Background: an optimization exercise with open tools, aiming at small area, a short achievable clock period and few clock cycles. Do not read the settings as production practice. Where RTL was checked, it was by simulation tests only, not by an equivalence proof against the original.

Design multiplicacao_matrizes_seq, start of the top module:
module multiplicacao_matrizes_seq #(
  parameter int DATA_W = multiplicacao_pkg::DATA_W_DEF,
  parameter int MAX_N  = multiplicacao_pkg::MAX_N_DEF,
  parameter int SIZE_W = $clog2(MAX_N - 1),
  parameter int ACC_W  = 18
) (
  input  logic                            clk,
  input  logic                            rst_n,
  input  logic                            start,
  input  logic                            sat_en,
  input  logic [SIZE_W-1:0]               matrix_size,
  input  logic [MAX_N*MAX_N*DATA_W-1:0]   A,
  input  logic [MAX_N*MAX_N*DATA_W-1:0]   B,
  output logic                            busy,
  output logic                            done,
  output logic [MAX_N*MAX_N*DATA_W-1:0]   C,
  output logic                            overflow_flag
);
  localparam int CNT_W = 3;
  logic             run_q;      
  logic             done_q;     
  logic [CNT_W-1:0] cnt_q;
  logic             sat_q;
  logic [MAX_N-1:0] vld_q;      
  logic [DATA_W-1:0] a_q [MAX_N][MAX_N];
  logic [DATA_W-1:0] b_q [MAX_N][MAX_N];
  logic [ACC_W-1:0]  acc_q [MAX_N][MAX_N];
  logic [ACC_W-1:0]  acc_d [MAX_N][MAX_N];
  logic              oor_q [MAX_N][MAX_N];    
  logic idle;
  logic [CNT_W-1:0] n_m1;
  assign idle = !run_q && !done_q;
  assign busy = run_q;
  assign done = done_q;
  assign n_m1 = CNT_W'(multiplicacao_pkg::decode_n(int'(matrix_size), MAX_N) - 1);
  always_ff @(posedge clk or negedge rst_n) begin
    if (!rst_n) begin
      run_q   <= 1'b0;
      done_q  <= 1'b0;
      cnt_q   <= '0;
      sat_q   <= 1'b0;
      vld_q   <= '0;
    end else begin
      done_q  <= 1'b0;
      if (idle) begin
        if (start) begin
          run_q   <= 1'b1;
          cnt_q   <= n_m1;
          sat_q   <= sat_en;
          for (int i = 0; i < MAX_N; i++) vld_q[i] <= (i <= int'(n_m1));
        end
      end else if (run_q) begin
        cnt_q <= cnt_q - 1'b1;
        if (cnt_q == '0) begin
          run_q  <= 1'b0;
          done_q <= 1'b1;
        end
      end
    end
  end
  logic accept;
  logic more;
  assign accept = idle && start;
  assign more   = run_q && (cnt_q != '0);
  always_ff @(posedge clk) begin
    for (int i = 0; i < MAX_N; i++) begin
      for (int k = 0; k < MAX_N; k++) begin
        if (!run_q || k == MAX_N-1) begin
  ...
==> module saturador, before the edit <==
module saturador #(
  parameter int DATA_W = 8
) (
  input  logic [DATA_W-1:0] lo,
  input  logic              oor,
  input  logic              neg,
  input  logic              sat_en,
  output logic [DATA_W-1:0] y
);
  always_comb begin
    y = {~lo[DATA_W-1], lo[DATA_W-2:0]};
    if (sat_en && oor) begin
      y = neg ? {1'b1, {(DATA_W-1){1'b0}}} : {1'b0, {(DATA_W-1){1'b1}}};
    end
  end
endmodule
==> module multiplicacao_matrizes_seq, before the edit <==
module multiplicacao_matrizes_seq #(
  parameter int DATA_W = multiplicacao_pkg::DATA_W_DEF,
  parameter int MAX_N  = multiplicacao_pkg::MAX_N_DEF,
  parameter int SIZE_W = $clog2(MAX_N - 1),
  parameter int ACC_W  = 18
) (
  input  logic                            clk,
  input  logic                            rst_n,
  input  logic                            start,
  input  logic                            sat_en,
  input  logic [SIZE_W-1:0]               matrix_size,
  input  logic [MAX_N*MAX_N*DATA_W-1:0]   A,
  input  logic [MAX_N*MAX_N*DATA_W-1:0]   B,
  output logic                            busy,
  output logic                            done,
  output logic [MAX_N*MAX_N*DATA_W-1:0]   C,
  output logic                            overflow_flag
);
  localparam int CNT_W = 3;
  logic             run_q;      
  logic             done_q;     
  logic [CNT_W-1:0] cnt_q;
  logic             sat_q;
  logic [MAX_N-1:0] vld_q;      
  logic [DATA_W-1:0] a_q [MAX_N][MAX_N];
  logic [DATA_W-1:0] b_q [MAX_N][MAX_N];
  logic [ACC_W-1:0]  acc_q [MAX_N][MAX_N];
  logic [ACC_W-1:0]  acc_d [MAX_N][MAX_N];
  logic              oor_q [MAX_N][MAX_N];    
  logic idle;
  logic [CNT_W-1:0] n_m1;
  assign idle = !run_q && !done_q;
  assign busy = run_q;
  assign done = done_q;
  assign n_m1 = CNT_W'(multiplicacao_pkg::decode_n(int'(matrix_size), MAX_N) - 1);
  always_ff @(posedge clk or negedge rst_n) begin
    if (!rst_n) begin
      run_q   <= 1'b0;
      done_q  <= 1'b0;
      cnt_q   <= '0;
      sat_q   <= 1'b0;
      vld_q   <= '0;
    end else begin
      done_q  <= 1'b0;
      if (idle) begin
        if (start) begin
          run_q   <= 1'b1;
          cnt_q   <= n_m1;
          sat_q   <= sat_en;
          for (int i = 0; i < MAX_N; i++) vld_q[i] <= (i <= int'(n_m1));
        end
      end else if (run_q) begin
        cnt_q <= cnt_q - 1'b1;
        if (cnt_q == '0) begin
          run_q  <= 1'b0;
          done_q <= 1'b1;
        end
      end
    end
  end
  logic accept;
  logic more;
  assign accept = idle && start;
  assign more   = run_q && (cnt_q != '0);
  always_ff @(posedge clk) begin
    for (int i = 0; i < MAX_N; i++) begin
      for (int k = 0; k < MAX_N; k++) begin
        if (!run_q || k == MAX_N-1) begin
          b_q[k][i] <= B[(k*MAX_N + i)*DATA_W +: DATA_W];
        end else begin
          b_q[k][i] <= b_q[(k+1) % MAX_N][i];
        end
      end
      for (int k = 1; k < MAX_N; k++) begin
        if (!run_q || k == MAX_N-1) begin
          a_q[i][k] <= A[(i*MAX_N + k)*DATA_W +: DATA_W];
        end else begin
          a_q[i][k] <= a_q[i][(k+1) % MAX_N];
        end
      end
      a_q[i][0] <= ({DATA_W{accept}} & A[(i*MAX_N)*DATA_W +: DATA_W]) |
                   ({DATA_W{more}} & a_q[i][1]);
    end
  end
  for (genvar gi = 0; gi < MAX_N; gi++) begin : g_mr
    for (genvar gj = 0; gj < MAX_N; gj++) begin : g_mc
      mac_unit u_mac (
        .a      (a_q[gi][0]),
        .b      (b_q[0][gj]),
        .acc_in (acc_q[gi][gj]),
        .sum    (acc_d[gi][gj])
      );
      always_ff @(posedge clk) begin
        if (accept) begin
          acc_q[gi][gj] <= ACC_W'(1 << (DATA_W-1));
          oor_q[gi][gj] <= 1'b0;
        end else begin
          acc_q[gi][gj] <= acc_d[gi][gj];
          oor_q[gi][gj] <= (acc_d[gi][gj][ACC_W-1:DATA_W] != '0);
        end
      end
    end
  end
  logic [MAX_N*MAX_N-1:0] ovf_e;
  for (genvar gi = 0; gi < MAX_N; gi++) begin : g_row
    for (genvar gj = 0; gj < MAX_N; gj++) begin : g_col
      logic [DATA_W-1:0] y;
      saturador #(
        .DATA_W (DATA_W)
      ) u_sat (
        .lo     (acc_q[gi][gj][DATA_W-1:0]),
        .oor    (oor_q[gi][gj]),
        .neg    (acc_q[gi][gj][ACC_W-1]),
        .sat_en (sat_q),
        .y      (y)
      );
      localparam int GM = (gi > gj) ? gi : gj;
      assign C[(gi*MAX_N + gj)*DATA_W +: DATA_W] = vld_q[GM] ? y : '0;
      assign ovf_e[gi*MAX_N + gj] = vld_q[GM] && oor_q[gi][gj];
    end
  end
  assign overflow_flag = |ovf_e;
endmodule
export LEC_CHECK = 0
export CAP_MARGIN = 20
export CORE_MARGIN = 2
export CORE_UTILIZATION = 40
export CTS_CLUSTER_DIAMETER = 100
export CTS_CLUSTER_SIZE = 20
export SLEW_MARGIN = 20
create_clock -name core_clock -period 11.0 [get_ports {clk}]
standard.sh (not shown) runs the stock make flow with config.mk's settings and CLKGATE_MAP_FILE= SYNTH_SCRIPT=/design/flow/synth_recipe.tcl, a recipe that flattens the netlist after the stock synthesis.
==> flow/flow/run.sh <==
#!/bin/bash
# The standard layout (the standard.sh, unchanged synthesis), with extra
# ORFS settings from flow/knobs.txt (one VAR=value per line): a larger
# setup margin for timing repair and a plain buffer for the port buffers.
# The constraints, clock period and checks are unchanged.
set -euo pipefail
mapfile -t KNOBS < <(grep -v '^#' flow/knobs.txt | sed '/^$/d')
bash standard.sh "${KNOBS[@]}" finish > standard_flow.log 2>&1
==> flow/flow/knobs.txt <==
SETUP_SLACK_MARGIN=5.75
BUFFER_PORTS_ARGS=-buffer_cell sky130_fd_sc_hd__buf_1
Then changed:
--- a/flow/design.v
+++ b/flow/design.v
@@ -23,17 +23,20 @@
   endfunction
 endpackage
 module saturador #(
+  parameter int ACC_W  = 18,
   parameter int DATA_W = 8
 ) (
-  input  logic [DATA_W-1:0] lo,
-  input  logic              oor,
-  input  logic              neg,
+  input  logic [ACC_W-1:0]  acc,
   input  logic              sat_en,
-  output logic [DATA_W-1:0] y
+  output logic [DATA_W-1:0] y,
+  output logic              ovf
 );
+  logic neg;
   always_comb begin
-    y = {~lo[DATA_W-1], lo[DATA_W-2:0]};
-    if (sat_en && oor) begin
+    ovf = (acc[ACC_W-1:DATA_W] != '0);
+    neg = acc[ACC_W-1];
+    y   = {~acc[DATA_W-1], acc[DATA_W-2:0]};
+    if (sat_en && ovf) begin
       y = neg ? {1'b1, {(DATA_W-1){1'b0}}} : {1'b0, {(DATA_W-1){1'b1}}};
     end
   end
@@ -59,6 +62,7 @@
   localparam int CNT_W = 3;
   logic             run_q;      
   logic             done_q;     
+  logic [MAX_N-1:0] first_q;    
   logic [CNT_W-1:0] cnt_q;
   logic             sat_q;
   logic [MAX_N-1:0] vld_q;      
@@ -66,7 +70,6 @@
   logic [DATA_W-1:0] b_q [MAX_N][MAX_N];
   logic [ACC_W-1:0]  acc_q [MAX_N][MAX_N];
   logic [ACC_W-1:0]  acc_d [MAX_N][MAX_N];
-  logic              oor_q [MAX_N][MAX_N];    
   logic idle;
   logic [CNT_W-1:0] n_m1;
   assign idle = !run_q && !done_q;
@@ -77,14 +80,17 @@
     if (!rst_n) begin
       run_q   <= 1'b0;
       done_q  <= 1'b0;
+      first_q <= '0;
       cnt_q   <= '0;
       sat_q   <= 1'b0;
       vld_q   <= '0;
     end else begin
       done_q  <= 1'b0;
+      first_q <= '0;
       if (idle) begin
         if (start) begin
           run_q   <= 1'b1;
+          for (int i = 0; i < MAX_N; i++) first_q[i] <= (i <= int'(n_m1));
           cnt_q   <= n_m1;
           sat_q   <= sat_en;
           for (int i = 0; i < MAX_N; i++) vld_q[i] <= (i <= int'(n_m1));
@@ -127,36 +133,29 @@
       mac_unit u_mac (
         .a      (a_q[gi][0]),
         .b      (b_q[0][gj]),
-        .acc_in (acc_q[gi][gj]),
+        .acc_in (first_q[gi] ? ACC_W'(1 << (DATA_W-1)) : acc_q[gi][gj]),
         .sum    (acc_d[gi][gj])
       );
-      always_ff @(posedge clk) begin
-        if (accept) begin
-          acc_q[gi][gj] <= ACC_W'(1 << (DATA_W-1));
-          oor_q[gi][gj] <= 1'b0;
-        end else begin
-          acc_q[gi][gj] <= acc_d[gi][gj];
-          oor_q[gi][gj] <= (acc_d[gi][gj][ACC_W-1:DATA_W] != '0);
-        end
-      end
+      always_ff @(posedge clk) acc_q[gi][gj] <= acc_d[gi][gj];
     end
   end
   logic [MAX_N*MAX_N-1:0] ovf_e;
   for (genvar gi = 0; gi < MAX_N; gi++) begin : g_row
     for (genvar gj = 0; gj < MAX_N; gj++) begin : g_col
       logic [DATA_W-1:0] y;
+      logic              o;
       saturador #(
+        .ACC_W  (ACC_W),
         .DATA_W (DATA_W)
       ) u_sat (
-        .lo     (acc_q[gi][gj][DATA_W-1:0]),
-        .oor    (oor_q[gi][gj]),
-        .neg    (acc_q[gi][gj][ACC_W-1]),
+        .acc    (acc_q[gi][gj]),
         .sat_en (sat_q),
-        .y      (y)
+        .y      (y),
+        .ovf    (o)
       );
       localparam int GM = (gi > gj) ? gi : gj;
       assign C[(gi*MAX_N + gj)*DATA_W +: DATA_W] = vld_q[GM] ? y : '0;
-      assign ovf_e[gi*MAX_N + gj] = vld_q[GM] && oor_q[gi][gj];
+      assign ovf_e[gi*MAX_N + gj] = vld_q[GM] && o;
     end
   end
   assign overflow_flag = |ovf_e;
What happened: Register-to-register slack is better by 0.09 ns; clock skew went up by 0.011 ns; design area went down by about 5%; die area went down by 1.6%; worst setup slack is worse by 0.14 ns; final cell count went down by about 5%; worst hold slack is worse by 0.014 ns; via count went down by about 8%.
Testbench counts after the change, summed over its fixed seeds: cycles 1,734.
For the first run of this note, only the layout was checked, not whether the RTL still works.

[separate check: timing with driven ports]
How much do the figures lean on ideal ports? The routed layouts below were timed once more, with nothing changed but the port constraints. Step 1 (the two cells are an assumption about what drives the block):
set clk [get_ports {clk}]
set_driving_cell -lib_cell sky130_fd_sc_hd__clkbuf_16 $clk
set_driving_cell -lib_cell sky130_fd_sc_hd__buf_2 [delete_from_list [all_inputs] $clk]
Step 2 moves the port delays by t, midway between the first and last clock arrival at a register: inputs arrive t later, outputs are due t later. That takes back most of the time a late clock gives input paths. Slacks: ideal / step 1 / step 2; pairs: ideal / step 1.
run | t, ns | setup WS [ns] | worst setup path at the end | clock arrival spread, ns | worst data-port slew with drivers (ns)
the first run | 0.814 | 5.775 / 5.683 / 5.833 | register to register | 0.055 / 0.055 | 0.12
the second run | 0.791 | 5.631 / 5.548 / 5.924 | register to register | 0.066 / 0.066 | 0.13
After both steps every run listed still meets setup and hold.
